This is an optimization exercise on Yosys and OpenROAD, whose aim is small area, not a production implementation. Function was checked by simulation only, so behaviour that the tests miss may differ from the original.

==> flow/synth.tcl <==
# synth_recipe.tcl with ORFS's synth.tcl, except that ABC runs flow/area.abc.
proc synth {args} { yosys synth -nofsm -noshare {*}$args }
set my_dir [file dirname [file normalize [info script]]]
set fh [open $::env(SCRIPTS_DIR)/synth.tcl r]
set src [read $fh]
close $fh
set old {log_cmd abc {*}$abc_args}
if { [string first $old $src] < 0 } { error "synth.tcl: ABC call not found" }
set new "log_cmd abc -script $my_dir/area.abc {*}\$lib_args {*}\$lib_dont_use_args"
set src [string map [list $old $new] $src]
eval $src
# left out here: clear keep_hierarchy, flatten, clean up, hide names made inside functions, write 1_2_yosys.v
==> design.v <==
`default_nettype none
package menu_pkg;
    typedef logic [7:0]  glyph_t;        
    typedef logic [8:0]  coord_t;        
    typedef logic [15:0] color_t;        
endpackage
`default_nettype wire
`default_nettype none
function automatic logic [2:0] rom_note(input logic [1:0] s, input logic [6:0] j);
    case ({s, j})
        9'd1: rom_note = 3'd5;
        9'd2: rom_note = 3'd5;
        9'd3: rom_note = 3'd3;
        9'd4: rom_note = 3'd2;
        9'd5: rom_note = 3'd3;
        9'd6: rom_note = 3'd1;
        9'd7: rom_note = 3'd2;
        9'd8: rom_note = 3'd3;
        9'd9: rom_note = 3'd5;
        9'd10: rom_note = 3'd3;
        9'd11: rom_note = 3'd2;
        9'd12: rom_note = 3'd5;
        9'd13: rom_note = 3'd5;
        9'd14: rom_note = 3'd3;
        9'd15: rom_note = 3'd2;
        9'd16: rom_note = 3'd3;
        9'd17: rom_note = 3'd1;
        9'd18: rom_note = 3'd2;
        9'd19: rom_note = 3'd3;
        9'd20: rom_note = 3'd5;
        9'd21: rom_note = 3'd2;
        9'd22: rom_note = 3'd1;
        9'd23: rom_note = 3'd1;
        9'd24: rom_note = 3'd2;
        9'd25: rom_note = 3'd3;
        9'd26: rom_note = 3'd5;
        9'd27: rom_note = 3'd6;
        9'd28: rom_note = 3'd5;
        9'd29: rom_note = 3'd3;
        9'd30: rom_note = 3'd5;
        9'd31: rom_note = 3'd3;
        9'd32: rom_note = 3'd3;
        9'd33: rom_note = 3'd2;
        9'd34: rom_note = 3'd2;
        9'd35: rom_note = 3'd1;
        9'd36: rom_note = 3'd2;
        9'd37: rom_note = 3'd1;
        9'd38: rom_note = 3'd5;
        9'd39: rom_note = 3'd5;
        9'd40: rom_note = 3'd3;
        9'd41: rom_note = 3'd2;
        9'd42: rom_note = 3'd3;
        9'd43: rom_note = 3'd1;
        9'd44: rom_note = 3'd2;
        9'd45: rom_note = 3'd3;
        9'd46: rom_note = 3'd5;
        9'd47: rom_note = 3'd3;
        9'd48: rom_note = 3'd2;
        9'd49: rom_note = 3'd5;
        9'd50: rom_note = 3'd5;
        9'd51: rom_note = 3'd3;
        9'd52: rom_note = 3'd2;
        9'd53: rom_note = 3'd3;
        9'd54: rom_note = 3'd1;
        9'd55: rom_note = 3'd2;
        9'd56: rom_note = 3'd3;
        9'd57: rom_note = 3'd5;
        9'd58: rom_note = 3'd2;
        9'd59: rom_note = 3'd1;
        9'd60: rom_note = 3'd1;
        9'd61: rom_note = 3'd2;
        9'd62: rom_note = 3'd3;
        9'd63: rom_note = 3'd5;
        9'd64: rom_note = 3'd6;
        9'd65: rom_note = 3'd5;
        9'd66: rom_note = 3'd3;
        9'd67: rom_note = 3'd5;
        9'd68: rom_note = 3'd3;
        9'd69: rom_note = 3'd3;
        9'd70: rom_note = 3'd2;
        9'd71: rom_note = 3'd2;
        9'd72: rom_note = 3'd1;
        9'd73: rom_note = 3'd2;
        9'd74: rom_note = 3'd1;
        9'd75: rom_note = 3'd2;
        9'd76: rom_note = 3'd1;
        9'd77: rom_note = 3'd2;
        9'd78: rom_note = 3'd3;
        9'd79: rom_note = 3'd5;
        9'd80: rom_note = 3'd3;
        9'd81: rom_note = 3'd2;
        9'd82: rom_note = 3'd1;
        9'd83: rom_note = 3'd2;
        9'd84: rom_note = 3'd3;
        9'd85: rom_note = 3'd5;
        9'd86: rom_note = 3'd3;
        9'd129: rom_note = 3'd1;
        9'd130: rom_note = 3'd3;
        9'd131: rom_note = 3'd1;
        9'd132: rom_note = 3'd2;
        9'd133: rom_note = 3'd3;
        9'd134: rom_note = 3'd2;
        9'd135: rom_note = 3'd1;
        9'd136: rom_note = 3'd5;
        9'd137: rom_note = 3'd4;
        9'd138: rom_note = 3'd6;
        9'd139: rom_note = 3'd3;
        9'd140: rom_note = 3'd5;
        9'd141: rom_note = 3'd3;
        9'd142: rom_note = 3'd1;
        9'd143: rom_note = 3'd1;
        9'd144: rom_note = 3'd1;
        9'd145: rom_note = 3'd3;
        9'd146: rom_note = 3'd1;
        9'd147: rom_note = 3'd2;
        9'd148: rom_note = 3'd3;
        9'd149: rom_note = 3'd2;
        9'd150: rom_note = 3'd1;
        9'd151: rom_note = 3'd5;
        9'd152: rom_note = 3'd4;
        9'd153: rom_note = 3'd6;
        9'd154: rom_note = 3'd3;
        9'd155: rom_note = 3'd5;
        9'd156: rom_note = 3'd3;
        9'd157: rom_note = 3'd1;
        9'd158: rom_note = 3'd1;
        9'd159: rom_note = 3'd7;
        9'd160: rom_note = 3'd1;
        9'd161: rom_note = 3'd6;
        9'd162: rom_note = 3'd5;
        9'd163: rom_note = 3'd6;
        9'd164: rom_note = 3'd7;
        9'd165: rom_note = 3'd2;
        9'd166: rom_note = 3'd3;
        9'd167: rom_note = 3'd3;
        9'd168: rom_note = 3'd6;
        9'd169: rom_note = 3'd6;
        9'd170: rom_note = 3'd3;
        9'd171: rom_note = 3'd5;
        9'd172: rom_note = 3'd6;
        9'd173: rom_note = 3'd6;
        9'd174: rom_note = 3'd4;
        9'd175: rom_note = 3'd1;
        9'd176: rom_note = 3'd2;
        9'd177: rom_note = 3'd2;
        9'd178: rom_note = 3'd6;
        9'd179: rom_note = 3'd6;
        9'd180: rom_note = 3'd4;
        9'd181: rom_note = 3'd1;
        9'd182: rom_note = 3'd2;
        9'd183: rom_note = 3'd2;
        9'd184: rom_note = 3'd1;
        9'd185: rom_note = 3'd1;
        9'd186: rom_note = 3'd3;
        9'd187: rom_note = 3'd1;
        9'd188: rom_note = 3'd2;
        9'd189: rom_note = 3'd3;
        9'd190: rom_note = 3'd2;
        9'd191: rom_note = 3'd1;
        9'd192: rom_note = 3'd5;
        9'd193: rom_note = 3'd4;
        9'd194: rom_note = 3'd6;
        9'd195: rom_note = 3'd3;
        9'd196: rom_note = 3'd5;
        9'd197: rom_note = 3'd3;
        9'd198: rom_note = 3'd1;
        9'd199: rom_note = 3'd1;
        9'd200: rom_note = 3'd1;
        9'd201: rom_note = 3'd3;
        9'd202: rom_note = 3'd1;
        9'd203: rom_note = 3'd2;
        9'd204: rom_note = 3'd3;
        9'd205: rom_note = 3'd2;
        9'd206: rom_note = 3'd1;
        9'd207: rom_note = 3'd5;
        9'd208: rom_note = 3'd4;
        9'd209: rom_note = 3'd6;
        9'd210: rom_note = 3'd3;
        9'd211: rom_note = 3'd5;
        9'd212: rom_note = 3'd3;
        9'd213: rom_note = 3'd1;
        9'd214: rom_note = 3'd1;
        9'd215: rom_note = 3'd6;
        9'd216: rom_note = 3'd6;
        9'd217: rom_note = 3'd4;
        9'd218: rom_note = 3'd1;
        9'd219: rom_note = 3'd2;
        9'd220: rom_note = 3'd2;
        9'd221: rom_note = 3'd6;
        9'd222: rom_note = 3'd6;
        9'd223: rom_note = 3'd4;
        9'd224: rom_note = 3'd1;
        9'd225: rom_note = 3'd2;
        9'd226: rom_note = 3'd2;
        9'd227: rom_note = 3'd1;
        9'd228: rom_note = 3'd6;
        9'd229: rom_note = 3'd2;
        9'd230: rom_note = 3'd4;
        9'd231: rom_note = 3'd6;
        9'd232: rom_note = 3'd1;
        9'd233: rom_note = 3'd6;
        9'd234: rom_note = 3'd4;
        9'd235: rom_note = 3'd2;
        9'd236: rom_note = 3'd6;
        9'd237: rom_note = 3'd2;
        9'd238: rom_note = 3'd4;
        9'd239: rom_note = 3'd6;
        9'd240: rom_note = 3'd1;
        9'd257: rom_note = 3'd3;
        9'd258: rom_note = 3'd6;
        9'd259: rom_note = 3'd5;
        9'd260: rom_note = 3'd6;
        9'd261: rom_note = 3'd3;
        9'd262: rom_note = 3'd5;
        9'd263: rom_note = 3'd3;
        9'd264: rom_note = 3'd3;
        9'd265: rom_note = 3'd6;
        9'd266: rom_note = 3'd5;
        9'd267: rom_note = 3'd6;
        9'd268: rom_note = 3'd3;
        9'd269: rom_note = 3'd3;
        9'd270: rom_note = 3'd6;
        9'd271: rom_note = 3'd5;
        9'd272: rom_note = 3'd6;
        9'd273: rom_note = 3'd2;
        9'd274: rom_note = 3'd2;
        9'd275: rom_note = 3'd3;
        9'd276: rom_note = 3'd3;
        9'd277: rom_note = 3'd3;
        9'd278: rom_note = 3'd2;
        9'd279: rom_note = 3'd1;
        9'd280: rom_note = 3'd6;
        9'd281: rom_note = 3'd2;
        9'd282: rom_note = 3'd1;
        9'd283: rom_note = 3'd7;
        9'd284: rom_note = 3'd6;
        9'd285: rom_note = 3'd3;
        9'd286: rom_note = 3'd6;
        9'd287: rom_note = 3'd5;
        9'd288: rom_note = 3'd6;
        9'd289: rom_note = 3'd3;
        9'd290: rom_note = 3'd5;
        9'd291: rom_note = 3'd3;
        9'd292: rom_note = 3'd3;
        9'd293: rom_note = 3'd6;
        9'd294: rom_note = 3'd5;
        9'd295: rom_note = 3'd6;
        9'd296: rom_note = 3'd3;
        9'd297: rom_note = 3'd3;
        9'd298: rom_note = 3'd6;
        9'd299: rom_note = 3'd5;
        9'd300: rom_note = 3'd6;
        9'd301: rom_note = 3'd2;
        9'd302: rom_note = 3'd2;
        9'd303: rom_note = 3'd3;
        9'd304: rom_note = 3'd3;
        9'd305: rom_note = 3'd3;
        9'd306: rom_note = 3'd1;
        9'd307: rom_note = 3'd7;
        9'd308: rom_note = 3'd5;
        9'd309: rom_note = 3'd3;
        9'd310: rom_note = 3'd2;
        9'd311: rom_note = 3'd3;
        9'd312: rom_note = 3'd3;
        9'd313: rom_note = 3'd2;
        9'd314: rom_note = 3'd3;
        9'd315: rom_note = 3'd6;
        9'd316: rom_note = 3'd3;
        9'd317: rom_note = 3'd2;
        9'd318: rom_note = 3'd3;
        9'd319: rom_note = 3'd3;
        9'd320: rom_note = 3'd2;
        9'd321: rom_note = 3'd5;
        9'd322: rom_note = 3'd3;
        9'd323: rom_note = 3'd2;
        9'd324: rom_note = 3'd2;
        9'd325: rom_note = 3'd3;
        9'd326: rom_note = 3'd2;
        9'd327: rom_note = 3'd1;
        9'd328: rom_note = 3'd6;
        9'd329: rom_note = 3'd5;
        9'd385: rom_note = 3'd2;
        9'd386: rom_note = 3'd2;
        9'd387: rom_note = 3'd1;
        9'd388: rom_note = 3'd2;
        9'd389: rom_note = 3'd4;
        9'd390: rom_note = 3'd4;
        9'd391: rom_note = 3'd5;
        9'd392: rom_note = 3'd2;
        9'd393: rom_note = 3'd2;
        9'd394: rom_note = 3'd1;
        9'd395: rom_note = 3'd2;
        9'd396: rom_note = 3'd1;
        9'd397: rom_note = 3'd6;
        9'd398: rom_note = 3'd1;
        9'd399: rom_note = 3'd2;
        9'd400: rom_note = 3'd2;
        9'd401: rom_note = 3'd1;
        9'd402: rom_note = 3'd2;
        9'd403: rom_note = 3'd4;
        9'd404: rom_note = 3'd5;
        9'd405: rom_note = 3'd6;
        9'd406: rom_note = 3'd6;
        9'd407: rom_note = 3'd5;
        9'd408: rom_note = 3'd6;
        9'd409: rom_note = 3'd5;
        9'd410: rom_note = 3'd4;
        9'd411: rom_note = 3'd2;
        9'd412: rom_note = 3'd2;
        9'd413: rom_note = 3'd2;
        9'd414: rom_note = 3'd2;
        9'd415: rom_note = 3'd1;
        9'd416: rom_note = 3'd4;
        9'd417: rom_note = 3'd4;
        9'd418: rom_note = 3'd5;
        9'd419: rom_note = 3'd2;
        9'd420: rom_note = 3'd2;
        9'd421: rom_note = 3'd2;
        9'd422: rom_note = 3'd1;
        9'd423: rom_note = 3'd2;
        9'd424: rom_note = 3'd1;
        9'd425: rom_note = 3'd1;
        9'd426: rom_note = 3'd6;
        9'd427: rom_note = 3'd2;
        9'd428: rom_note = 3'd2;
        9'd429: rom_note = 3'd2;
        9'd430: rom_note = 3'd1;
        9'd431: rom_note = 3'd2;
        9'd432: rom_note = 3'd4;
        9'd433: rom_note = 3'd4;
        9'd434: rom_note = 3'd5;
        9'd435: rom_note = 3'd6;
        9'd436: rom_note = 3'd5;
        9'd437: rom_note = 3'd6;
        9'd438: rom_note = 3'd5;
        9'd439: rom_note = 3'd4;
        9'd440: rom_note = 3'd2;
        9'd441: rom_note = 3'd4;
        9'd442: rom_note = 3'd3;
        9'd443: rom_note = 3'd2;
        9'd444: rom_note = 3'd1;
        9'd445: rom_note = 3'd1;
        9'd446: rom_note = 3'd2;
        9'd447: rom_note = 3'd6;
        9'd448: rom_note = 3'd5;
        9'd449: rom_note = 3'd6;
        9'd450: rom_note = 3'd6;
        9'd451: rom_note = 3'd1;
        9'd452: rom_note = 3'd2;
        9'd453: rom_note = 3'd5;
        9'd454: rom_note = 3'd3;
        9'd455: rom_note = 3'd4;
        9'd456: rom_note = 3'd4;
        9'd457: rom_note = 3'd3;
        9'd458: rom_note = 3'd1;
        9'd459: rom_note = 3'd2;
        9'd460: rom_note = 3'd1;
        9'd461: rom_note = 3'd2;
        9'd462: rom_note = 3'd3;
        9'd463: rom_note = 3'd4;
        9'd464: rom_note = 3'd3;
        9'd465: rom_note = 3'd2;
        9'd466: rom_note = 3'd1;
        9'd467: rom_note = 3'd1;
        9'd468: rom_note = 3'd2;
        9'd469: rom_note = 3'd6;
        9'd470: rom_note = 3'd5;
        9'd471: rom_note = 3'd6;
        9'd472: rom_note = 3'd6;
        9'd473: rom_note = 3'd1;
        9'd474: rom_note = 3'd2;
        9'd475: rom_note = 3'd2;
        9'd476: rom_note = 3'd2;
        9'd477: rom_note = 3'd4;
        9'd478: rom_note = 3'd5;
        9'd479: rom_note = 3'd3;
        9'd480: rom_note = 3'd3;
        9'd481: rom_note = 3'd3;
        default: rom_note = 3'd0;
    endcase
endfunction
function automatic logic [6:0] name_glyph(input logic [1:0] s, input logic [2:0] c);
    case ({s, c})
        5'd0: name_glyph = 7'd0;
        5'd1: name_glyph = 7'd0;
        5'd2: name_glyph = 7'd49;
        5'd3: name_glyph = 7'd40;
        5'd4: name_glyph = 7'd35;
        5'd5: name_glyph = 7'd0;
        5'd6: name_glyph = 7'd0;
        5'd7: name_glyph = 7'd0;
        5'd8: name_glyph = 7'd0;
        5'd9: name_glyph = 7'd0;
        5'd10: name_glyph = 7'd35;
        5'd11: name_glyph = 7'd20;
        5'd12: name_glyph = 7'd17;
        5'd13: name_glyph = 7'd24;
        5'd14: name_glyph = 7'd0;
        5'd15: name_glyph = 7'd0;
        5'd16: name_glyph = 7'd0;
        5'd17: name_glyph = 7'd0;
        5'd18: name_glyph = 7'd0;
        5'd19: name_glyph = 7'd58;
        5'd20: name_glyph = 7'd40;
        5'd21: name_glyph = 7'd0;
        5'd22: name_glyph = 7'd0;
        5'd23: name_glyph = 7'd0;
        5'd24: name_glyph = 7'd0;
        5'd25: name_glyph = 7'd0;
        5'd26: name_glyph = 7'd49;
        5'd27: name_glyph = 7'd34;
        5'd28: name_glyph = 7'd57;
        5'd29: name_glyph = 7'd0;
        5'd30: name_glyph = 7'd0;
        5'd31: name_glyph = 7'd0;
        default: name_glyph = 7'd0;
    endcase
endfunction
module menu_show_top (
    input  wire         sys_clk,
    input  wire         sys_rst_n,
    input  wire         init_done,
    input  wire         show_char_done,
    input  wire         is_pressed,
    input  wire   [3:0] keyboard_data,
    input  wire   [1:0] scale,
    output wire         show_char_flag,
    output wire menu_pkg::glyph_t ascii_num,
    output wire menu_pkg::coord_t start_x,
    output wire menu_pkg::coord_t start_y,
    output wire menu_pkg::color_t background_color,
    output wire menu_pkg::color_t front_color
);
    logic [1:0] dly_cnt;
    logic       init_q;
    logic       step_q;
    logic [2:0] prev_r;      
    logic [4:0] prev_c;      
    logic [2:0] cur_r;       
    logic [4:0] cur_c;
    logic [2:0] aux_q;
    always_ff @(posedge sys_clk or negedge sys_rst_n) begin
        if (!sys_rst_n) begin
            dly_cnt <= 2'd0;
            init_q  <= 1'b0;
            step_q  <= 1'b0;
            prev_r  <= 3'd0;
            prev_c  <= 5'd6;
        end else begin
            dly_cnt <= init_done ? dly_cnt + 2'd1 : 2'd0;
            init_q  <= init_done;
            step_q  <= init_done & show_char_done;
            prev_r  <= cur_r;
            prev_c  <= cur_c;
        end
    end
    assign show_char_flag = init_q & (dly_cnt == 2'd0);
    always_comb begin
        cur_r = prev_r;
        cur_c = prev_c;
        if (step_q) begin
            if (prev_r == 3'd0 ? prev_c == 5'd6 + 5'd7 : prev_c == 5'd19) begin
                case (prev_r)
                    3'd0: cur_r = 3'd2;
                    3'd2:   cur_r = 3'd3;
                    3'd3:   cur_r = 3'd4;
                    3'd4:   cur_r = 3'd6;
                    3'd6: cur_r = 3'd7;
                    default:    cur_r = 3'd0;
                endcase
                cur_c = (prev_r == 3'd7) ? 5'd6 : 5'd0;
            end else begin
                cur_c = prev_c + 5'd1;
            end
        end
    end
    localparam logic [3:0] ST_IDLE     = 4'd0;
    localparam logic [3:0] ST_PRESSED  = 4'd1;
    localparam logic [3:0] ST_J_ADV    = 4'd2;    
    localparam logic [3:0] ST_J_HOLD   = 4'd3;    
    localparam logic [3:0] ST_J_PREV   = 4'd4;    
    localparam logic [3:0] ST_J_NEXT   = 4'd5;    
    localparam logic [3:0] ST_ADVANCE  = 4'd6;
    localparam logic [3:0] ST_HOLD     = 4'd7;
    localparam logic [3:0] ST_S_PREV   = 4'd8;    
    localparam logic [3:0] ST_S_NEXT   = 4'd9;
    localparam logic [3:0] ST_L_PREV   = 4'd10;   
    localparam logic [3:0] ST_L_NEXT   = 4'd11;
    logic [3:0] state;
    logic [1:0] song;        
    logic [6:0] pos;         
    logic [6:0] pos_inc;
    logic [2:0] expected;
    logic [6:0] song_last;
    assign pos_inc  = pos + 7'd1;
    assign expected = rom_note(song, pos_inc);
    always_comb begin
        case (song)
            2'd0:    song_last = 7'd86 - 7'd1;
            2'd1:    song_last = 7'd112 - 7'd1;
            2'd2:    song_last = 7'd73 - 7'd1;
            default: song_last = 7'd97 - 7'd1;
        endcase
    end
    always_ff @(posedge sys_clk or negedge sys_rst_n) begin
        if (!sys_rst_n) begin
            state <= ST_IDLE;
            song  <= 2'd0;
            pos   <= 7'd0;
        end else if (init_done) begin
            case (state)
                ST_IDLE:    state <= is_pressed ? ST_PRESSED : ST_IDLE;
                ST_PRESSED: begin
                    if (keyboard_data == {1'b0, expected}) state <= ST_J_ADV;
                    else if (keyboard_data == 4'hF) state <= ST_J_PREV;
                    else if (keyboard_data == 4'hE) state <= ST_J_NEXT;
                    else state <= ST_J_HOLD;
                end
                ST_J_ADV:   state <= ST_ADVANCE;
                ST_J_PREV:  state <= ST_S_PREV;
                ST_J_NEXT:  state <= ST_S_NEXT;
                ST_S_PREV:  state <= ST_L_PREV;
                ST_S_NEXT:  state <= ST_L_NEXT;
                ST_ADVANCE: begin
                    pos   <= (pos == song_last) ? 7'd0 : pos_inc;
                    state <= ST_HOLD;
                end
                ST_L_PREV: begin
                    song  <= song - 2'd1;
                    pos   <= 7'd0;
                    state <= ST_HOLD;
                end
                ST_L_NEXT: begin
                    song  <= song + 2'd1;
                    pos   <= 7'd0;
                    state <= ST_HOLD;
                end
                ST_J_HOLD:  state <= ST_HOLD;
                default:    state <= is_pressed ? ST_HOLD : ST_IDLE;
            endcase
        end
    end
    logic [1:0] row_idx;
    logic       key_hit;
    always_comb begin
        row_idx = (cur_r == 3'd2) ? 2'd0 : (cur_r == 3'd3) ? 2'd1 : 2'd2;
        key_hit = is_pressed && keyboard_data >= 4'd1 && keyboard_data <= 4'd7 &&
                  cur_c >= 5'd4 && cur_c <= 5'd17 &&
                  {1'b0, cur_c[4:1]} - 5'd1 == {1'b0, keyboard_data};
    end
    always_ff @(posedge sys_clk) begin
        case (cur_r)
            3'd6: aux_q <= {1'b0, (cur_c == 5'd9) ? scale : song};
            3'd7:  aux_q <= rom_note(song, pos + {3'd0, cur_c[4:1]});
            default:     aux_q <= {1'b0, row_idx == scale, key_hit & (row_idx == scale)};
        endcase
    end
    localparam logic [63:0] TITLE_TXT  = "KeyBoard";
    localparam logic [71:0] ROW_TXT    = {"LOW", "MID", "HIG"};
    localparam logic [47:0] SAMPLE_TXT = "SAMPLE";
    logic [6:0]  glyph;
    logic [15:0] bg;
    logic [15:0] fg;
    logic [1:0]  prow;
    always_comb begin
        prow  = (prev_r == 3'd2) ? 2'd0 : (prev_r == 3'd3) ? 2'd1 : 2'd2;
        glyph = 7'd0;
        bg    = 16'hE73F;
        fg    = 16'h0000;
        case (prev_r)
            3'd0: begin
                glyph = 7'(TITLE_TXT[6'(7 - 3'(prev_c - 5'd6)) * 8 +: 8] - 8'd32);
                bg    = 16'hAF7D;
            end
            3'd6: begin
                if (prev_c < 5'd6) begin
                    glyph = 7'(SAMPLE_TXT[6'(5 - 3'(prev_c)) * 8 +: 8] - 8'd32);
                end
                case (prev_c)
                    5'd6:  glyph = 7'd26;        
                    5'd8:  glyph = 7'd30;        
                    5'd9: begin                  
                        case (aux_q[1:0])
                            2'd0:    glyph = 7'("L" - 8'd32);
                            2'd1:    glyph = 7'("M" - 8'd32);
                            default: glyph = 7'("H" - 8'd32);
                        endcase
                    end
                    5'd10: glyph = 7'd28;        
                    default: begin
                        if (prev_c >= 5'd12) glyph = name_glyph(aux_q[1:0], 3'(prev_c - 5'd12));
                    end
                endcase
                if (prev_c <= 5'd6) begin
                    bg = 16'hF810;
                    fg = 16'hFFFF;
                end else if (prev_c == 5'd9) begin
                    bg = 16'h815B;
                    fg = 16'hFFFF;
                end else if (prev_c >= 5'd12) begin
                    bg = 16'h97F9;
                end
            end
            3'd7: begin
                case (prev_c)
                    5'd0: glyph = 7'd13;         
                    5'd1: glyph = 7'd30;         
                    default: begin
                        if (prev_c[0] && aux_q != 3'd0) glyph = {4'd2, aux_q};
                    end
                endcase
                if (prev_c == 5'd3) begin
                    bg = 16'hBFD9;
                    fg = 16'h815B;
                end
            end
            default: begin                       
                if (prev_c < 5'd3) begin
                    glyph = 7'(ROW_TXT[7'(8 - (prow * 3 + 2'(prev_c))) * 8 +: 8] - 8'd32);
                end else if (prev_c == 5'd3) begin
                    glyph = 7'd30;
                end else if (prev_c == 5'd19) begin
                    glyph = aux_q[1] ? 7'd28 : 7'd0;
                end else if (prev_c[0]) begin
                    glyph = {4'd2, 3'(prev_c[4:1] - 4'd1)};
                end
                bg = 16'hAF7D;
                if (prev_c < 5'd3) begin
                    bg = 16'h815B;
                    fg = 16'hFFFF;
                end else if (aux_q[0]) begin
                    bg = 16'hFA20;
                    fg = 16'hFFFF;
                end
            end
        endcase
    end
    assign ascii_num        = init_q ? {1'b0, glyph} : 8'd0;
    assign start_x          = init_q ? {1'b0, prev_c, 2'b00, prev_r != 3'd0} : 9'd0;
    assign start_y          = init_q ? {2'b00, prev_r, 4'b0000} : 9'd0;
    assign background_color = init_q ? bg : 16'hFFFF;
    assign front_color      = init_q ? fg : 16'h0000;
endmodule
`default_nettype wire
==> flow/area.abc <==
strash
&get -n
&deepsyn -T 30
&put
dch -f
amap
==> constraint.sdc <==
create_clock -name core_clock -period 10.0 [get_ports {sys_clk}]
set_input_delay 2.0000 -clock core_clock [delete_from_list [all_inputs] [get_ports {sys_clk}]]
set_output_delay 2.0000 -clock core_clock [all_outputs]
set_load 0.01 [all_outputs]
==> flow/run.sh <==
#!/bin/bash
set -euo pipefail
W=$(pwd)
sed "s|SYNTH_SCRIPT=[^ ]*|SYNTH_SCRIPT=$W/flow/synth.tcl|" standard.sh > my_standard.sh
grep -q "SYNTH_SCRIPT=$W/flow/synth.tcl" my_standard.sh
bash my_standard.sh > flow.log 2>&1
==> standard.sh <==
#!/bin/bash
# synth_recipe.tcl (not shown) runs the flow's synth.tcl, then flattens the netlist and writes it again
# the make line also repeats each setting of config.mk as NAME=value (left out here)
make -C /OpenROAD-flow-scripts/flow DESIGN_CONFIG=/design/flow/config.mk WORK_HOME=/design/flow/orfs CLKGATE_MAP_FILE= SYNTH_SCRIPT=/design/flow/synth_recipe.tcl "${@:-finish}"
==> config.mk <==
export PLATFORM = sky130hd
export DESIGN_NAME = menu_show_top
export DESIGN_NICKNAME = menu_show_top
export VERILOG_FILES = /design/flow/design.v
export SDC_FILE = /design/flow/constraint.sdc
export NUM_CORES = 4
export LEC_CHECK = 0
export CAP_MARGIN = 20
export CORE_MARGIN = 2
export CORE_UTILIZATION = 40
export SLEW_MARGIN = 20
==> flow_metrics.tcl, run 1 <==
set metrics [dict create \
    status "timing/DRC/antenna clean" \
    tightest_slew_ns 1.24 \
    crit_fanout 16 \
    min-delay-start "dly_cnt[0]$_DFF_PN0_" \
    timing.slew.headroom_pct 16.1 \
    vias 8613 \
    required_ns 10.11 \
    crit_path_start_kind "flip-flop" \
    wirelength_um 28600 \
    syn_to_final_growth_pct 13.3 \
    worstSetupEndpointType "flip-flop" \
    grt_use_total_pct 33.9 \
    overflow 0 \
    ys_top_cells_by_area "nor2_1, dfrtp_1, ha_1, clkinv_1, o21ai_0" \
    dp_hpwl_um 22100 \
    rsz0062_at_grt "no" \
    synth-main-ff-cell "dfrtp_1" \
    ys_types 51 \
    core_area_um2 15100 \
    initial_utilization_pct 40.8 \
    drv_slew 0 \
    fmax_mhz 142 \
    cts_tree "built" \
    fin_cells 1277 \
    firstDrtPassIters 8 \
    yosysWarnings 1 \
    top_usage_layer "met2" \
    io_buffers 58 \
    yosysTopAreaCell "nor2_1" \
    grt_max_degree 33 \
    synth_most_common_cell "nor2_1" \
    layout-drive-gt1-share_pct 1.47 \
    synth_top_area_share_pct 15.9 \
    r2r_slack_ns 2.98 \
    postSynthCellCount 1036 \
    met1_usage_pct 42.8 \
    worst-r2r-cell-count 26 \
    dieArea_um2 16400 \
    clk_latency_ns 0.26 \
    worst_clock_skew_ns 0.00370 \
    ios 70 \
    finalWeightedCongestion 1.09 \
    post_drt_via_cell_ratio 6.74 \
    grt_pass1_wl_um 44100 \
    drtIter0Drc 1376 \
    rows 45 \
    fp.dieH_um 128 \
    holdPathEnd "dly_cnt[0]$_DFF_PN0_" \
    synth_edf_count 0 \
    cts_max_level 1 \
    maxCapViolCount 0 \
    hold_viol_final 0 \
    cp.arrival_ns 7.13 \
    r2r-end "aux_q[0]$_DFF_P_" \
    cts.path.max_buffers 2 \
    die_x_um 128 \
    tns_ns 0 \
    whs_path_depth 1 \
    setup_violations 0 \
    cts_num_sinks 28 \
    cts_inserted_buffers 3 \
    fin_nets 1150 \
    postCtsHoldBufs 0 \
    grt_pass1_vias 7965 \
    clkTransAtPathRegs_ns 0.07 \
    synth_area_um2 6170 \
    drc 0 \
    antenna_found_initial 0 \
    post_synth.cell_area_avg_um2 5.96 \
    cts_root_buf "clkbuf_16" \
    synth-seq-area-share_pct 11.1 \
    min_period_ns 7.02 \
    async_flop_share_pct 89.3 \
    fillerInstances 1581 \
    regToRegStartpoint "prev_r[0]$_DFF_PN0_" \
    cts-resized-gates 0 \
    hold_path_class "reg -> reg" \
    worstSetupPathType "reg -> reg" \
    n_antenna_cell 0 \
    dp.cells 1273 \
    use_met2_pct 55.3 \
    fin_util_pct 46.2 \
    avgRoutedWirePerCell_um 22.4 \
    ys_seq_elements 28 \
    finalCritPeriodShare_pct 70.2 \
    met3_usage_pct 6.34 \
    synth_common_cells "nor2_1, clkinv_1, o21ai_0, nand2_1, nor3_1" \
    ant_nets 0 \
    post_cts_buffers 0 \
]
-- cells in the final DEF (no fill, tap or decap), types with 3 or more instances in the layout --
cell             netlist  layout
nor4_1                26      26
fa_1                   3       3
dfrtp_1               23      23
o211ai_1               7       7
a221oi_1               6       6
a21o_1                 4       4
a21oi_1               44      44
dfxtp_1                3       3
a32oi_1                3       3
o21ai_0               91      88
o311ai_0               8       8
a22oi_1                8       8
o41ai_1                6       6
o32ai_1               13      13
or3_1                 12      12
a2111oi_0              9       9
nor2_1               261     261
o22ai_1               27      27
clkbuf_16              0       3
o2111ai_1              3       3
clkinv_1             148     148
a311oi_1               5       5
o221ai_1               5       5
clkdlybuf4s50_1        0      58
o31ai_1                5       5
buf_4                 27       9
o21a_1                10      10
a31oi_1               17      17
nand2_1               73      73
a211oi_1              19      19
nor3_1                59      59
o32a_1                 3       3
o22a_1                 3       3
nor2b_1               10      10
ha_1                  46      46
or4_1                  6       6
nand3_1               16      16
conb_1                 2      11
or2_0                  5       5
-- worst max-delay path, cell delays in order, from the launching register on --
cell and delay [ns]:
dfrtp_1 0.43, nor3_1 0.76, clkinv_1 0.32, nor2_1 0.17
a31oi_1 0.14, nor2_1 0.29, clkinv_1 0.14, nor2_1 0.16
a21oi_1 0.05, o21ai_0 0.15, clkinv_1 0.23, ha_1 0.32
a21o_1 0.18, a21oi_1 0.25, nor2_1 0.07, a21oi_1 0.13
buf_4 0.24, clkinv_1 0.36, nor2_1 0.46, clkinv_1 0.39
nor2_1 0.35, clkinv_1 0.26, o21ai_0 0.16, or3_1 0.16
a31oi_1 0.09, o311ai_0 0.42, o2111ai_1 0.18
-- area by class of cell --
cell class | instances | area, um^2 | share of cell area, %
multi-input cells | 842 | 4760 | 68.1
clock buffers | 3 | 75.1 | 1.07
repair buffers | 67 | 648 | 9.26
well taps | 188 | 235 | 3.36
flip-flops and latches | 28 | 688 | 9.84
clock inverters | 1 | 30.0 | 0.429
inverters | 148 | 556 | 7.94
-- routing by layer --
layer,vias up,share of wire [%]
met5,-,0
met4,0,6.1
met3,174,12
met2,743,44
met1,3867,38
li1,3829,-
-- stage by stage --
stage / setup slack (ns) / hold WS [ns] / cell area [um^2]
5_1_grt: 2.24 / 0.476 / 7000
2_1_floorplan: 3.39 / 0.411 / 6210
3_5_place_dp: 3.26 / 0.437 / 6890
4_1_cts: 3.24 / 0.448 / 7000
3_3_place_gp: 3.09 / 0.424 / 6890
6_report: 2.98 / 0.442 / 7000
-- worst max-delay path by stage --
stage / startpoint / to
2_1_floorplan: prev_c[1]$_DFF_PN1_ / aux_q[1]$_DFF_P_
3_3_place_gp: prev_c[1]$_DFF_PN1_ / aux_q[0]$_DFF_P_
3_5_place_dp: prev_c[1]$_DFF_PN1_ / aux_q[0]$_DFF_P_
4_1_cts: prev_c[1]$_DFF_PN1_ / aux_q[0]$_DFF_P_
5_1_grt: prev_r[0]$_DFF_PN0_ / aux_q[0]$_DFF_P_
6_report: prev_r[0]$_DFF_PN0_ / aux_q[0]$_DFF_P_
-- cells by family after synthesis --
kind of cell             Yosys count  share of synthesized area [%]
AND/OR/NAND/NOR                  472                           32.9
AO/OA/AOI/OAI                    310                           33.2
buffers and inverters            175                           12.3
adder cells (fa/ha/maj)           49                           10.3
flip-flops                        28                           11.1
other                              2                          0.122
-- flip-flops by register name, summed over array words and instances (netlist names) --
signal   cells
pos          7
prev_c       5
state        4
aux_q        3
prev_r       3
dly_cnt      2
song         2
init_q       1
step_q       1
==> run 2: changes to the inputs <==
==> run.sh (new file) <==
#!/bin/bash
# synth_recipe.tcl (not shown) runs the flow's synth.tcl, then flattens the netlist and writes it again
# the make line also repeats each setting of config.mk as NAME=value (left out here)
make -C /OpenROAD-flow-scripts/flow DESIGN_CONFIG=/design/flow/config.mk WORK_HOME=/design/flow/orfs CLKGATE_MAP_FILE= SYNTH_SCRIPT=/design/flow/synth_recipe.tcl finish
--- a/config.mk
+++ b/config.mk
@@ -5,6 +5,7 @@
 export SDC_FILE = /design/flow/constraint.sdc
 export NUM_CORES = 4
 export LEC_CHECK = 0
+export ABC_AREA = 1
 export CAP_MARGIN = 20
 export CORE_MARGIN = 2
 export CORE_UTILIZATION = 40
removed: flow/run.sh
removed: flow/area.abc
removed: flow/synth.tcl
removed: standard.sh
==> flow_metrics.tcl, run 2 <==
set metrics [dict create \
    status "timing/DRC/antenna clean" \
    synth_common_cells "nand2_1, nand3_1, inv_1, nor2_1, o21ai_0" \
    ys_seq_elements 28 \
    yosysTopAreaCell "nand2_1" \
    cts_inserted_buffers 3 \
    cp.arrival_ns 3.90 \
    cts_tree "built" \
    top_register "pos" \
    cts_root_buf "clkbuf_16" \
    tns_ns 0 \
    synth_area_um2 7550 \
    setup_violations 0 \
    worstSetupEndpointType "output pin" \
    maxCapViolCount 0 \
    layout_common_cells "nand2_1, nand3_1, inv_1" \
    whs_path_depth 1 \
    r2r_slack_ns 4.75 \
    cts-resized-gates 0 \
    fp.dieH_um 141 \
    firstDrtPassIters 6 \
    timing.slew.headroom_pct 38.5 \
    min_period_ns 5.90 \
    worst-r2r-cell-count 27 \
    grt_pass1_vias 8651 \
    clkTransAtPathRegs_ns 0.07 \
    core_area_um2 18600 \
    postCtsHoldBufs 0 \
    ant_nets 0 \
    vias 9390 \
    antenna_found_initial 0 \
    cpPeakStageDelay_ns 0.61 \
    grt_max_degree 62 \
    dp_hpwl_um 20300 \
    drc 0 \
    initial_utilization_pct 40.5 \
    cp-startpoint "prev_c[0]$_DFF_PN0_" \
    path_cells "clkinv_1, ha_1, ha_1, fa_1, inv_1, ha_1, nor2_1, nand3_1, inv_1, o21ai_0, o21ai_0, inv_1, o21ai_0, a21oi_1, clkdlybuf4s50_1" \
    ios 70 \
    postSynthCellCount 1409 \
    final_common_cell "nand2_1" \
    finalWeightedCongestion 0.993 \
    hold_viol_final 0 \
    fmax_mhz 169 \
    dieArea_um2 20000 \
    crit_path_start_kind "flip-flop" \
    post_cts_buffers 0 \
    post_drt_via_cell_ratio 5.73 \
    rows 50 \
    synth-main-ff-cell "dfrtp_1" \
    cts.path.max_buffers 2 \
    synth_most_common_cell "nand2_1" \
    crit_slowest_cell "dfrtp_1" \
    finalCritPeriodShare_pct 59.0 \
    synth-seq-area-share_pct 9.11 \
    cts_num_sinks 28 \
    die_x_um 141 \
    synth_edf_count 0 \
    largest_reg_flops 7 \
    regToRegStartpoint "prev_c[1]$_DFF_PN1_" \
    hold_path_class "reg -> reg" \
    drtIter0Drc 1254 \
    synth_top_area_share_pct 20.0 \
    async_flop_share_pct 89.3 \
    crit_fanout 12 \
    ys_types 57 \
    fin_cells 1638 \
    rsz0062_at_grt "no" \
    required_ns 8.00 \
    syn_to_final_growth_pct 8.08 \
    cts_max_level 1 \
    wirelength_um 27200 \
    ys_top_cells_by_area "nand2_1, nand3_1, inv_1, dfrtp_1, ha_1" \
    grt_pass1_wl_um 43700 \
    drv_slew 0 \
    tightest_slew_ns 0.907 \
    fin_nets 1465 \
    n_antenna_cell 0 \
    min-delay-start "dly_cnt[0]$_DFF_PN0_" \
    post_synth.cell_area_avg_um2 5.36 \
    fillerInstances 2092 \
    worst_clock_skew_ns 0.00366 \
    yosysWarnings 1 \
    worstSetupPathType "reg -> out" \
    avgRoutedWirePerCell_um 16.6 \
    clk_latency_ns 0.26 \
    layout-drive-gt1-share_pct 4.77 \
    dp.cells 1633 \
    io_buffers 58 \
    reg_top3 "pos (7), prev_c (5), state (4)" \
    grt_use_total_pct 26.5 \
    overflow 0 \
]
==> run 2: cell types whose count changed after synthesis, moves of 15 or more <==
cell / delta
a21oi_1: +17
buf_2: +39
clkinv_1: -142
inv_1: +166
nand2_1: +330
nand3_1: +151
nor2_1: -113
nor3_1: -34
nor4_1: -22
o211ai_1: +15
o22ai_1: -15
==> run 2: layer usage <==
metal,wire length (um),global-route usage [%],vias up
li1,-,-,4573
met1,11700,36.4,4180
met2,12000,41.7,533
met3,2410,3.27,104
met4,1070,11.7,0
met5,0,0,-
==> run 2: path summary, 6_finish.rpt <==
check / to
max: ascii_num[6]
min: dly_cnt[0]$_DFF_PN0_
max reg2reg: aux_q[1]$_DFF_P_
min reg2reg: dly_cnt[0]$_DFF_PN0_
max in group asynchronous: prev_c[2]$_DFF_PN1_
min in group asynchronous: pos[4]$_DFFE_PN0P_
==> run 2: kinds of logic (layout without fill, tap and decap cells) <==
group	after synthesis	after routing	share of synthesized area [%]
adder cells (fa/ha/maj)	49	49	8.41
AO/OA/AOI/OAI	244	244	18.9
AND/OR/NAND/NOR	796	796	45.4
other	2	11	0.0994
buffers and inverters	272	258	15.9
multiplexers	1	1	0.133
XOR/XNOR	17	17	2.07
flip-flops	28	28	9.11
==> run 2: area by class of cell <==
class	instances	area, um^2	share of cell area (%)
Tap cell	234	293	3.59
Timing Repair Buffer	68	663	8.12
Clock inverter	1	30.0	0.368
Multi-Input combinational cell	1118	5710	70.0
Sequential cell	28	688	8.43
Inverter	186	701	8.58
Clock buffer	3	75.1	0.920
==> run 2: stage by stage <==
step	setup WS [ns]	instance area (um^2)	utilization, %	hold slack (ns)
6_report	4.10	8160	43.8	0.423
5_1_grt	3.65	8160	43.8	0.439
4_1_cts	4.14	8150	43.7	0.430
3_5_place_dp	4.47	8040	43.1	0.421
3_3_place_gp	4.60	8040	43.1	0.419
2_1_floorplan	5.34	7590	-	0.403
==> run 2: critical path: cells and delay by family (launching register included) <==
family	cells	cell delay, ns
compound gates	4	0.50
flops	1	0.61
simple gates	2	0.16
fa+ha+maj	4	1.14
buf+inv	5	1.21
==> run 3: changes to the inputs <==
--- a/design.v
+++ b/design.v
@@ -486,14 +486,20 @@
     localparam logic [3:0] ST_S_NEXT   = 4'd9;
     localparam logic [3:0] ST_L_PREV   = 4'd10;   
     localparam logic [3:0] ST_L_NEXT   = 4'd11;
+    localparam logic [3:0] ST_HOLD1    = 4'd12;   
     logic [3:0] state;
     logic [1:0] song;        
     logic [6:0] pos;         
-    logic [6:0] pos_inc;
-    logic [2:0] expected;
+    logic [2:0] expected;    
     logic [6:0] song_last;
-    assign pos_inc  = pos + 7'd1;
-    assign expected = rom_note(song, pos_inc);
+    logic       note_slot;
+    logic       disp_read;
+    logic [6:0] rom_addr;
+    logic [2:0] rom_q;
+    assign note_slot = (cur_r == 3'd7) && cur_c[0] && (cur_c >= 5'd3);
+    assign disp_read = note_slot && (step_q || state == ST_HOLD1);
+    assign rom_addr  = pos + (disp_read ? {3'd0, cur_c[4:1]} : 7'd1);
+    assign rom_q     = rom_note(song, rom_addr);
     always_comb begin
         case (song)
             2'd0:    song_last = 7'd86 - 7'd1;
@@ -504,6 +510,13 @@
     end
     always_ff @(posedge sys_clk or negedge sys_rst_n) begin
         if (!sys_rst_n) begin
+            expected <= 3'd5;
+        end else if (!disp_read) begin
+            expected <= rom_q;
+        end
+    end
+    always_ff @(posedge sys_clk or negedge sys_rst_n) begin
+        if (!sys_rst_n) begin
             state <= ST_IDLE;
             song  <= 2'd0;
             pos   <= 7'd0;
@@ -522,18 +535,18 @@
                 ST_S_PREV:  state <= ST_L_PREV;
                 ST_S_NEXT:  state <= ST_L_NEXT;
                 ST_ADVANCE: begin
-                    pos   <= (pos == song_last) ? 7'd0 : pos_inc;
-                    state <= ST_HOLD;
+                    pos   <= (pos == song_last) ? 7'd0 : pos + 7'd1;
+                    state <= ST_HOLD1;
                 end
                 ST_L_PREV: begin
                     song  <= song - 2'd1;
                     pos   <= 7'd0;
-                    state <= ST_HOLD;
+                    state <= ST_HOLD1;
                 end
                 ST_L_NEXT: begin
                     song  <= song + 2'd1;
                     pos   <= 7'd0;
-                    state <= ST_HOLD;
+                    state <= ST_HOLD1;
                 end
                 ST_J_HOLD:  state <= ST_HOLD;
                 default:    state <= is_pressed ? ST_HOLD : ST_IDLE;
@@ -551,7 +564,7 @@
     always_ff @(posedge sys_clk) begin
         case (cur_r)
             3'd6: aux_q <= {1'b0, (cur_c == 5'd9) ? scale : song};
-            3'd7:  aux_q <= rom_note(song, pos + {3'd0, cur_c[4:1]});
+            3'd7:  aux_q <= disp_read ? rom_q : aux_q;
             default:     aux_q <= {1'b0, row_idx == scale, key_hit & (row_idx == scale)};
         endcase
     end
==> flow/run.sh (new file) <==
#!/bin/bash
set -euo pipefail
W=$(pwd)
sed "s|SYNTH_SCRIPT=[^ ]*|SYNTH_SCRIPT=$W/flow/synth.tcl|" standard.sh > my_standard.sh
grep -q "SYNTH_SCRIPT=$W/flow/synth.tcl" my_standard.sh
bash my_standard.sh > flow.log 2>&1
==> flow/area.abc (new file) <==
strash
&get -n
&deepsyn -T 30
&put
dch -f
amap
==> flow/synth.tcl (new file) <==
# synth_recipe.tcl with ORFS's synth.tcl, except that ABC runs flow/area.abc
# and the half/full adder extraction (extract_fa) is skipped, so that ABC
# maps all of the logic.
proc synth {args} { yosys synth -nofsm -noshare {*}$args }
set my_dir [file dirname [file normalize [info script]]]
set fh [open $::env(SCRIPTS_DIR)/synth.tcl r]
set src [read $fh]
close $fh
set old {log_cmd abc {*}$abc_args}
if { [string first $old $src] < 0 } { error "synth.tcl: ABC call not found" }
set new "log_cmd abc -script $my_dir/area.abc {*}\$lib_args {*}\$lib_dont_use_args"
set src [string map [list $old $new] $src]
set old_fa {extract_fa {*}[dont_use_extract_fa_args]}
if { [string first $old_fa $src] < 0 } { error "synth.tcl: extract_fa call not found" }
set src [string map [list $old_fa {}] $src]
eval $src
# left out here: clear keep_hierarchy, flatten, clean up, hide names made inside functions, write 1_2_yosys.v
==> standard.sh (new file) <==
#!/bin/bash
# synth_recipe.tcl (not shown) runs the flow's synth.tcl, then flattens the netlist and writes it again
# the make line also repeats each setting of config.mk as NAME=value (left out here)
make -C /OpenROAD-flow-scripts/flow DESIGN_CONFIG=/design/flow/config.mk WORK_HOME=/design/flow/orfs CLKGATE_MAP_FILE= SYNTH_SCRIPT=/design/flow/synth_recipe.tcl "${@:-finish}"
--- a/config.mk
+++ b/config.mk
@@ -5,7 +5,6 @@
 export SDC_FILE = /design/flow/constraint.sdc
 export NUM_CORES = 4
 export LEC_CHECK = 0
-export ABC_AREA = 1
 export CAP_MARGIN = 20
 export CORE_MARGIN = 2
 export CORE_UTILIZATION = 40
removed: run.sh
==> flow_metrics.tcl, run 3 <==
set metrics [dict create \
    firstDrtPassIters 5 \
    tightest_slew_ns 0.799 \
    vias 5325 \
    synthAdderAreaFrac_pct 0 \
    wirelength_um 15800 \
    initial_utilization_pct 41.0 \
    cts.path.max_buffers 2 \
    ys_top_cells_by_area "nor2_1, dfrtp_1, clkinv_1, o21ai_0, nor3_1" \
    min_period_ns 8.34 \
    worstSetupEndpointType "flip-flop" \
    grt_pass1_wl_um 25400 \
    dp_hpwl_um 12400 \
    layout-drive-gt1-share_pct 2.60 \
    synth_area_um2 3990 \
    cts_inserted_buffers 5 \
    tns_ns 0 \
    finalCritPeriodShare_pct 83.4 \
    largest_reg_flops 7 \
    cts-resized-gates 0 \
    synth_compound_area_share_pct 30.6 \
    timing.slew.headroom_pct 46.6 \
    synth_top_area_share_pct 18.0 \
    finalWeightedCongestion 1.02 \
    muxShareOfSynthArea_pct 0 \
    yosysTopAreaCell "nor2_1" \
    maxCapViolCount 0 \
    antenna_found_initial 0 \
    ios 70 \
    yosysWarnings 1 \
    async_flop_share_pct 90.3 \
    worst_clock_skew_ns 0.00313 \
    overflow 0 \
    ant_nets 0 \
    fp.dieH_um 104 \
    post_cts_buffers 0 \
    avgRoutedWirePerCell_um 18.3 \
    cpMostUsedCell "nor2_1" \
    clk_latency_ns 0.28 \
    reg_top3 "pos (7), prev_c (5), state (4)" \
    hold_path_class "reg -> reg" \
    fin_nets 741 \
    status "timing/DRC/antenna clean" \
    synth_top_family_by_area "simple AND/OR/NAND/NOR gates" \
    crit_slowest_cell "dfrtp_1" \
    cts_num_sinks 31 \
    final_common_cell "nor2_1" \
    postSynthCellCount 676 \
    crit_path_start_kind "flip-flop" \
    required_ns 10.02 \
    ys_types 44 \
    postCtsHoldBufs 0 \
    ys_seq_elements 31 \
    die_x_um 104 \
    io_buffers 58 \
    cts_root_buf "clkbuf_8" \
    final_cell_area_um2 4740 \
    setup_violations 0 \
    dieArea_um2 10800 \
    cts_max_level 2 \
    synth_common_cells "nor2_1, clkinv_1, nand2_1, o21ai_0, nor3_1" \
    top_register "pos" \
    core_area_um2 9730 \
    post_synth.cell_area_avg_um2 5.90 \
    post_drt_via_cell_ratio 6.16 \
    placed_area_um2 4620 \
    cpPeakStageDelay_ns 0.63 \
    crit_fanout 15 \
    layout_common_cells "nor2_1, clkinv_1, clkdlybuf4s50_1" \
    synth-seq-area-share_pct 19.9 \
    synthSimpleGateAreaFrac_pct 35.5 \
    fmax_mhz 120 \
    synth_most_common_cell "nor2_1" \
    grt_max_degree 29 \
    synth-main-ff-cell "dfrtp_1" \
    grt_pass1_vias 4944 \
    drc 0 \
    syn_to_final_growth_pct 18.8 \
    cts_tree "built" \
    rsz0062_at_grt "no" \
    drv_slew 0 \
    grt_use_total_pct 28.8 \
    cp.arrival_ns 8.35 \
    hold_viol_final 0 \
    drtIter0Drc 420 \
    synth_edf_count 3 \
    rows 36 \
    synth_xor_area_share_pct 0 \
    n_antenna_cell 0 \
    worstSetupPathType "reg -> reg" \
    clkTransAtPathRegs_ns 0.07 \
]
[run 3: cell count changes in the layout (fill, tap and decap cells not counted), sizes merged, moves of 20 or more]
cell	previous run	this run
a21oi	62	37
clkinv	6	94
ha	46	0
inv	180	0
nand2	420	55
nand3	170	14
nor2	154	191
nor3	25	45
o21ai	105	48
[run 3: worst paths after layout]
| kind | from | endpoint | slack [ns] | depth (start not counted) |
|---|---|---|---|---|
| worst min-delay path | dly_cnt[0]$_DFF_PN0_ | dly_cnt[0]$_DFF_PN0_ | 0.47 | 1 |
| worst max register to register | prev_c[0]$_DFF_PN0_ | aux_q[0]$_DFFE_PP_ | 1.66 | 37 |
| worst max-delay path | prev_c[0]$_DFF_PN0_ | aux_q[0]$_DFFE_PP_ | 1.66 | 37 |
| max in group asynchronous | sys_rst_n | prev_c[1]$_DFF_PN1_ | 7.60 | 2 |
| worst min register to register | dly_cnt[0]$_DFF_PN0_ | dly_cnt[0]$_DFF_PN0_ | 0.47 | 1 |
| min in group asynchronous | sys_rst_n | pos[6]$_DFFE_PN0P_ | 2.09 | 2 |
[run 3: cell type report]
| class | count | area, um^2 |
|---|---|---|
| inverters | 93 | 349 |
| fillers | 1023 | 4990 |
| flip-flops and latches | 31 | 796 |
| clock inverters | 2 | 35.0 |
| well taps | 133 | 166 |
| repair buffers | 65 | 633 |
| clock buffers | 6 | 82.6 |
| multi-input cells | 534 | 2680 |
[run 3: logic make-up (layout without fill, tap and decap cells)]
logic type / Yosys count / in the layout
other cells: 2 / 11
simple gates: 336 / 336
flops: 31 / 31
buf+inv: 120 / 166
compound gates: 187 / 187
[run 3: critical path: cells and delay by family, from the launching register on]
family | cells | cell delay (ns)
buffers and inverters | 9 | 1.94
AO/OA/AOI/OAI | 11 | 1.94
AND/OR/NAND/NOR | 17 | 3.57
flip-flops | 1 | 0.63
[run 3: routing by layer]
layer  GRT usage [%]  up-vias  share of wire, %
li1                -     2475                 -
met1            32.9     2346                37
met2            50.1      394                46
met3            5.01      110               9.7
met4            17.5        0               7.3
met5               0        -                 0
[run 3: per-stage QoR]
| step | std cells | hold WS [ns] | setup slack, ns | util, % |
|---|---|---|---|---|
| 5_1_grt | 864 | 0.511 | 0.649 | 48.7 |
| 6_report | 864 | 0.472 | 1.66 | 48.7 |
| 2_1_floorplan | 685 | 0.441 | 2.79 | - |
| 3_3_place_gp | 856 | 0.460 | 1.97 | 47.5 |
| 3_5_place_dp | 856 | 0.465 | 2.00 | 47.5 |
| 4_1_cts | 864 | 0.477 | 1.96 | 48.7 |
==> run 4: changes to the inputs <==
--- a/design.v
+++ b/design.v
@@ -508,10 +508,8 @@
             default: song_last = 7'd97 - 7'd1;
         endcase
     end
-    always_ff @(posedge sys_clk or negedge sys_rst_n) begin
-        if (!sys_rst_n) begin
-            expected <= 3'd5;
-        end else if (!disp_read) begin
+    always_ff @(posedge sys_clk) begin
+        if (!disp_read) begin
             expected <= rom_q;
         end
     end
==> flow/run.sh (replaced) <==
#!/bin/bash
set -euo pipefail
W=$(pwd)
sed "s|SYNTH_SCRIPT=[^ ]*|SYNTH_SCRIPT=$W/flow/synth.tcl 'BUFFER_PORTS_ARGS=-buffer_cell sky130_fd_sc_hd__buf_1'|" standard.sh > my_standard.sh
grep -q "SYNTH_SCRIPT=$W/flow/synth.tcl" my_standard.sh
bash my_standard.sh > flow.log 2>&1
--- a/config.mk
+++ b/config.mk
@@ -8,4 +8,7 @@
 export CAP_MARGIN = 20
 export CORE_MARGIN = 2
 export CORE_UTILIZATION = 40
+export CTS_BUF_LIST = sky130_fd_sc_hd__clkbuf_4
+export CTS_CLUSTER_DIAMETER = 200
+export CTS_CLUSTER_SIZE = 40
 export SLEW_MARGIN = 20
==> flow_metrics.tcl, run 4 <==
set metrics [dict create \
    status "timing/DRC/antenna clean" \
    use_met2_pct 49.6 \
    cts-resized-gates 0 \
    rows 36 \
    core_area_um2 9640 \
    regToRegStartpoint "prev_c[1]$_DFF_PN1_" \
    worst-r2r-cell-count 35 \
    r2r_slack_ns 2.18 \
    ys_seq_elements 31 \
    synth-main-ff-cell "dfrtp_1" \
    avgRoutedWirePerCell_um 19.6 \
    post_cts_buffers 0 \
    top_usage_layer "met2" \
    cp.arrival_ns 7.89 \
    cts_root_buf "clkbuf_4" \
    cts_num_sinks 31 \
    post_drt_via_cell_ratio 6.39 \
    drtIter0Drc 757 \
    place_ws_ns 2.53 \
    tightest_slew_ns 0.859 \
    grt_pass1_vias 4890 \
    wirelength_um 16600 \
    drv_slew 0 \
    hold_path_class "reg -> reg" \
    yosysWarnings 1 \
    setup_slack_ns 2.18 \
    synth_area_um2 3910 \
    fin_util_pct 44.0 \
    overflow 0 \
    worstSetupEndpointType "flip-flop" \
    crit_path_start_kind "flip-flop" \
    fin_nets 722 \
    min_period_ns 7.82 \
    placed_area_um2 4180 \
    met1_usage_pct 44.0 \
    cpPeakStageDelay_ns 0.63 \
    ys_types 44 \
    die_x_um 103 \
    setup_violations 0 \
    tns_ns 0 \
    cp-startpoint "prev_c[1]$_DFF_PN1_" \
    crit_slowest_cell "dfstp_2" \
    vias 5397 \
    largest_reg_flops 7 \
    required_ns 10.07 \
    timing.slew.headroom_pct 41.3 \
    fp.dieH_um 103 \
    hold_viol_final 0 \
    maxCapViolCount 0 \
    finalCritPeriodShare_pct 78.2 \
    io_buffers 58 \
    post_synth.cell_area_avg_um2 5.95 \
    grt_pass1_wl_um 25900 \
    ys_top_cells_by_area "nor2_1, dfrtp_1, clkinv_1, o21ai_0, nand2_1" \
    dieArea_um2 10600 \
    cpMostUsedCell "nor2_1" \
    top_register "pos" \
    cts_inserted_buffers 5 \
    worst_clock_skew_ns 0.00796 \
    rsz0062_at_grt "no" \
    synth_edf_count 6 \
    dp_hpwl_um 13100 \
    grt_use_total_pct 31.7 \
    crit_end "aux_q[0]$_DFFE_PP_" \
    layout_common_cells "nor2_1, clkinv_1, nand2_1" \
    worstSetupPathType "reg -> reg" \
    clkTransAtPathRegs_ns 0.09 \
    reg_top3 "pos (7), prev_c (5), state (4)" \
    met3_usage_pct 5.90 \
    ant_nets 0 \
    synth-seq-area-share_pct 20.7 \
    synth_most_common_cell "nor2_1" \
    clk_latency_ns 0.33 \
    finalWeightedCongestion 1.06 \
    fmax_mhz 128 \
    final_cell_area_um2 4240 \
    initial_utilization_pct 40.5 \
    n_antenna_cell 0 \
    final_common_cell "nor2_1" \
    antenna_found_initial 0 \
    whs_path_depth 1 \
    postCtsHoldBufs 0 \
    yosysTopAreaCell "nor2_1" \
    cts.path.max_buffers 2 \
    r2r-end "aux_q[0]$_DFFE_PP_" \
    cts_max_level 2 \
    drc 0 \
    ios 70 \
    synth_top_area_share_pct 18.4 \
    crit_fanout 15 \
    grt_max_degree 26 \
    layout-drive-gt1-share_pct 2.53 \
    async_flop_share_pct 80.6 \
    postSynthCellCount 656 \
    firstDrtPassIters 8 \
    cts_tree "built" \
    syn_to_final_growth_pct 8.52 \
    synth_common_cells "nor2_1, clkinv_1, nand2_1, o21ai_0, nor3_1" \
]
[run 4: cell type report]
class	instances	area, um^2
Multi-Input combinational cell	513	2580
Tap cell	133	166
Timing Repair Buffer	66	278
Sequential cell	31	808
Clock inverter	1	5.00
Inverter	94	353
Clock buffer	7	52.6
Fill cell	1055	5400
[run 4: worst min path at each step]
stage | from | end | slack (ns)
floorplan | dly_cnt[0]$_DFF_PN0_ | dly_cnt[0]$_DFF_PN0_ | 0.44
global placement | dly_cnt[0]$_DFF_PN0_ | dly_cnt[0]$_DFF_PN0_ | 0.45
detailed placement | dly_cnt[1]$_DFF_PN0_ | dly_cnt[1]$_DFF_PN0_ | 0.47
CTS | dly_cnt[1]$_DFF_PN0_ | dly_cnt[1]$_DFF_PN0_ | 0.49
global route | dly_cnt[1]$_DFF_PN0_ | dly_cnt[1]$_DFF_PN0_ | 0.53
finish | dly_cnt[0]$_DFF_PN0_ | dly_cnt[0]$_DFF_PN0_ | 0.49
[run 4: metrics by stage]
stage | hold WS [ns] | std cells
2_1_floorplan | 0.441 | 665
3_3_place_gp | 0.454 | 837
3_5_place_dp | 0.471 | 837
4_1_cts | 0.488 | 845
5_1_grt | 0.528 | 845
6_report | 0.492 | 845
[run 4: layer usage]
layer,vias up,share of wire (%)
met2,444,42
li1,2401,-
met1,2469,41
met4,0,4.4
met5,-,0
met3,83,12
[run 4: logic make-up (layout without fill, tap and decap cells)]
| family | count (synthesis) | in the layout | share of synthesized area (%) |
|---|---|---|---|
| AO/OA/AOI/OAI | 185 | 185 | 31.4 |
| flip-flops | 31 | 31 | 20.7 |
| other | 2 | 11 | 0.192 |
| AND/OR/NAND/NOR | 317 | 317 | 33.5 |
| buffers and inverters | 121 | 168 | 14.2 |
[run 4: worst max-delay path: cells and delay by family (launching register included)]
kind / cells / cell delay (ns)
AOI/OAI and AO/OA: 13 / 2.37
DFF: 1 / 0.63
buffers and inverters: 7 / 1.44
and+or+nand+nor: 15 / 3.11
==> run 5: changes to the inputs <==
==> flow/run.sh (replaced) <==
#!/bin/bash
set -euo pipefail
W=$(pwd)
EXTRA="SYNTH_SCRIPT=$W/flow/synth.tcl SKIP_REPAIR_TIE_FANOUT=1"
EXTRA="$EXTRA 'BUFFER_PORTS_ARGS=-buffer_cell sky130_fd_sc_hd__buf_1'"
EXTRA="$EXTRA 'CTS_ARGS=-buf_list sky130_fd_sc_hd__clkbuf_4 -root_buf sky130_fd_sc_hd__clkbuf_4 -sink_clustering_enable -dont_use_dummy_load -repair_clock_nets'"
sed "s|SYNTH_SCRIPT=[^ ]*|$EXTRA|" standard.sh > my_standard.sh
grep -q "SYNTH_SCRIPT=$W/flow/synth.tcl" my_standard.sh
bash my_standard.sh > flow.log 2>&1
--- a/config.mk
+++ b/config.mk
@@ -8,7 +8,4 @@
 export CAP_MARGIN = 20
 export CORE_MARGIN = 2
 export CORE_UTILIZATION = 40
-export CTS_BUF_LIST = sky130_fd_sc_hd__clkbuf_4
-export CTS_CLUSTER_DIAMETER = 200
-export CTS_CLUSTER_SIZE = 40
 export SLEW_MARGIN = 20
==> flow_metrics.tcl, run 5 <==
set metrics [dict create \
    status "timing/DRC/antenna clean" \
    cp.arrival_ns 7.81 \
    rows 36 \
    ys_top_cells_by_area "nor2_1, dfrtp_1, clkinv_1, o21ai_0, nand2_1" \
    die_x_um 103 \
    io_buffers 58 \
    reg_top3 "pos (7), prev_c (5), state (4)" \
    worstSetupEndpointType "flip-flop" \
    wirelength_um 16100 \
    post_drt_via_cell_ratio 6.40 \
    largest_reg_flops 7 \
    worst_clock_skew_ns 0.0181 \
    top_register "pos" \
    synth-seq-area-share_pct 20.7 \
    post_cts_buffers 0 \
    cts_max_level 2 \
    synth_top_area_share_pct 18.4 \
    fmax_mhz 130 \
    finalCritPeriodShare_pct 77.2 \
    clkTransAtPathRegs_ns 0.10 \
    synthSimpleGateAreaFrac_pct 33.5 \
    ys_types 44 \
    grt_use_total_pct 30.7 \
    synth_common_cells "nor2_1, clkinv_1, nand2_1, o21ai_0, nor3_1" \
    syn_to_final_growth_pct 7.34 \
    rsz0062_at_grt "no" \
    hold_viol_final 0 \
    dp_hpwl_um 12800 \
    crit_fanout 15 \
    grt_pass1_wl_um 25100 \
    fin_util_pct 43.5 \
    fin_nets 714 \
    layout_common_cells "nor2_1, clkinv_1, nand2_1" \
    yosysTopAreaCell "nor2_1" \
    grt_pass1_vias 4756 \
    core_area_um2 9640 \
    cts_num_sinks 31 \
    tns_ns 0 \
    cts-resized-gates 0 \
    fin_cells 834 \
    cpMostUsedCell "nor2_1" \
    required_ns 10.09 \
    worstSetupPathType "reg -> reg" \
    yosysWarnings 1 \
    synthAdderAreaFrac_pct 0 \
    synth_compound_area_share_pct 31.4 \
    synth_most_common_cell "nor2_1" \
    n_antenna_cell 0 \
    synth_xor_area_share_pct 0 \
    post_synth.cell_area_avg_um2 5.95 \
    fp.dieH_um 103 \
    synth_top_family_by_area "simple AND/OR/NAND/NOR gates" \
    setup_violations 0 \
    min_period_ns 7.72 \
    synth-main-ff-cell "dfrtp_1" \
    fillerInstances 1058 \
    cpPeakStageDelay_ns 0.66 \
    avgRoutedWirePerCell_um 19.3 \
    crit_slowest_cell "dfstp_2" \
    cts_root_buf "clkbuf_4" \
    postCtsHoldBufs 0 \
    layout-drive-gt1-share_pct 2.28 \
    antenna_found_initial 0 \
    ys_seq_elements 31 \
    final_common_cell "nor2_1" \
    drc 0 \
    cts_tree "built" \
    postSynthCellCount 656 \
    ios 70 \
    tightest_slew_ns 1.03 \
    crit_path_start_kind "flip-flop" \
    dp.cells 829 \
    firstDrtPassIters 7 \
    ant_nets 0 \
    cts_inserted_buffers 5 \
    overflow 0 \
    muxShareOfSynthArea_pct 0 \
    grt_max_degree 26 \
    initial_utilization_pct 40.5 \
    finalWeightedCongestion 1.08 \
    hold_slack_ns 0.484 \
    synth_edf_count 6 \
    clk_latency_ns 0.34 \
    async_flop_share_pct 80.6 \
    cts.path.max_buffers 2 \
    dieArea_um2 10600 \
    maxCapViolCount 0 \
    drv_slew 0 \
    hold_path_class "reg -> reg" \
    timing.slew.headroom_pct 30.7 \
    synth_area_um2 3910 \
    drtIter0Drc 892 \
    vias 5339 \
]
## run 5: cell counts after synthesis
No cell type changed its count.
## run 5: critical path: cells and delay by family, from the launching register on
family | cells | cell delay [ns]
simple gates | 15 | 3.11
compound gates | 13 | 2.64
buf+inv | 5 | 1.05
flops | 1 | 0.66
## run 5: final timing paths
kind | start | endpoint | slack (ns) | cells after the start
setup reg to reg | prev_c[1]$_DFF_PN1_ | aux_q[0]$_DFFE_PP_ | 2.28 | 33
hold reg to reg | dly_cnt[0]$_DFF_PN0_ | dly_cnt[0]$_DFF_PN0_ | 0.48 | 1
min in group asynchronous | sys_rst_n | prev_r[0]$_DFF_PN0_ | 1.63 | 2
setup / recovery | prev_c[1]$_DFF_PN1_ | aux_q[0]$_DFFE_PP_ | 2.28 | 33
max in group asynchronous | sys_rst_n | prev_c[2]$_DFF_PN1_ | 8.07 | 2
hold / removal | dly_cnt[0]$_DFF_PN0_ | dly_cnt[0]$_DFF_PN0_ | 0.48 | 1
## run 5: cell type report
type                            count  area, um^2  share of cell area (%)
Timing Repair Buffer               67         285                    6.80
Sequential cell                    31         808                    19.3
Inverter                           94         353                    8.42
Tap cell                          133         166                    3.97
Clock buffer                        5        37.5                   0.895
Multi-Input combinational cell    504        2540                    60.6
## run 5: metal layers
metal | vias to the layer above | GRT usage, % | routed length, um
li1 | 2387 | - | -
met5 | - | 0 | 0
met1 | 2424 | 41.2 | 6490
met2 | 426 | 48.6 | 6770
met4 | 0 | 12.8 | 929
met3 | 102 | 5.90 | 1880
## run 5: stage by stage
stage | area (um^2) | setup WS [ns]
floorplan | 3910 | 3.51
detailed placement | 4160 | 2.54
global route | 4190 | 1.57
global placement | 4160 | 2.41
CTS | 4190 | 2.48
finish | 4190 | 2.28
## run 5: cells by family (layout without fill, tap and decap cells)
| kind of cell | Yosys count | after routing |
|---|---|---|
| flops | 31 | 31 |
| buf+inv | 121 | 166 |
| simple gates | 317 | 317 |
| compound gates | 185 | 185 |
| other cells | 2 | 2 |

[port drivers added, routing unchanged]
Ports are ideal in the flow. The routed layouts listed here were re-timed in OpenROAD. Step 1 sets driving cells, clkbuf_16 on the clock port and buf_2 on the other inputs (assumed; they add their load-dependent delay and slew). Step 2 also shifts input and output timing later by t, the mid clock arrival at the registers, as if the neighbouring blocks saw the same clock. a / b / c = no drivers / after step 1 / after step 2; a / b = the first two.
run	shift t [ns]	slack for setup (ns)	worst setup path at the end
run 1	0.295	2.978 / 2.978 / 2.978	register to register
run 2	0.310	4.095 / 4.047 / 4.357	register to output
run 3	0.305	1.663 / 1.663 / 1.663	register to register
run 4	0.352	2.185 / 2.185 / 2.185	register to register
run 5	0.355	2.279 / 2.279 / 2.279	register to register
After both steps every run listed still meets setup and hold.
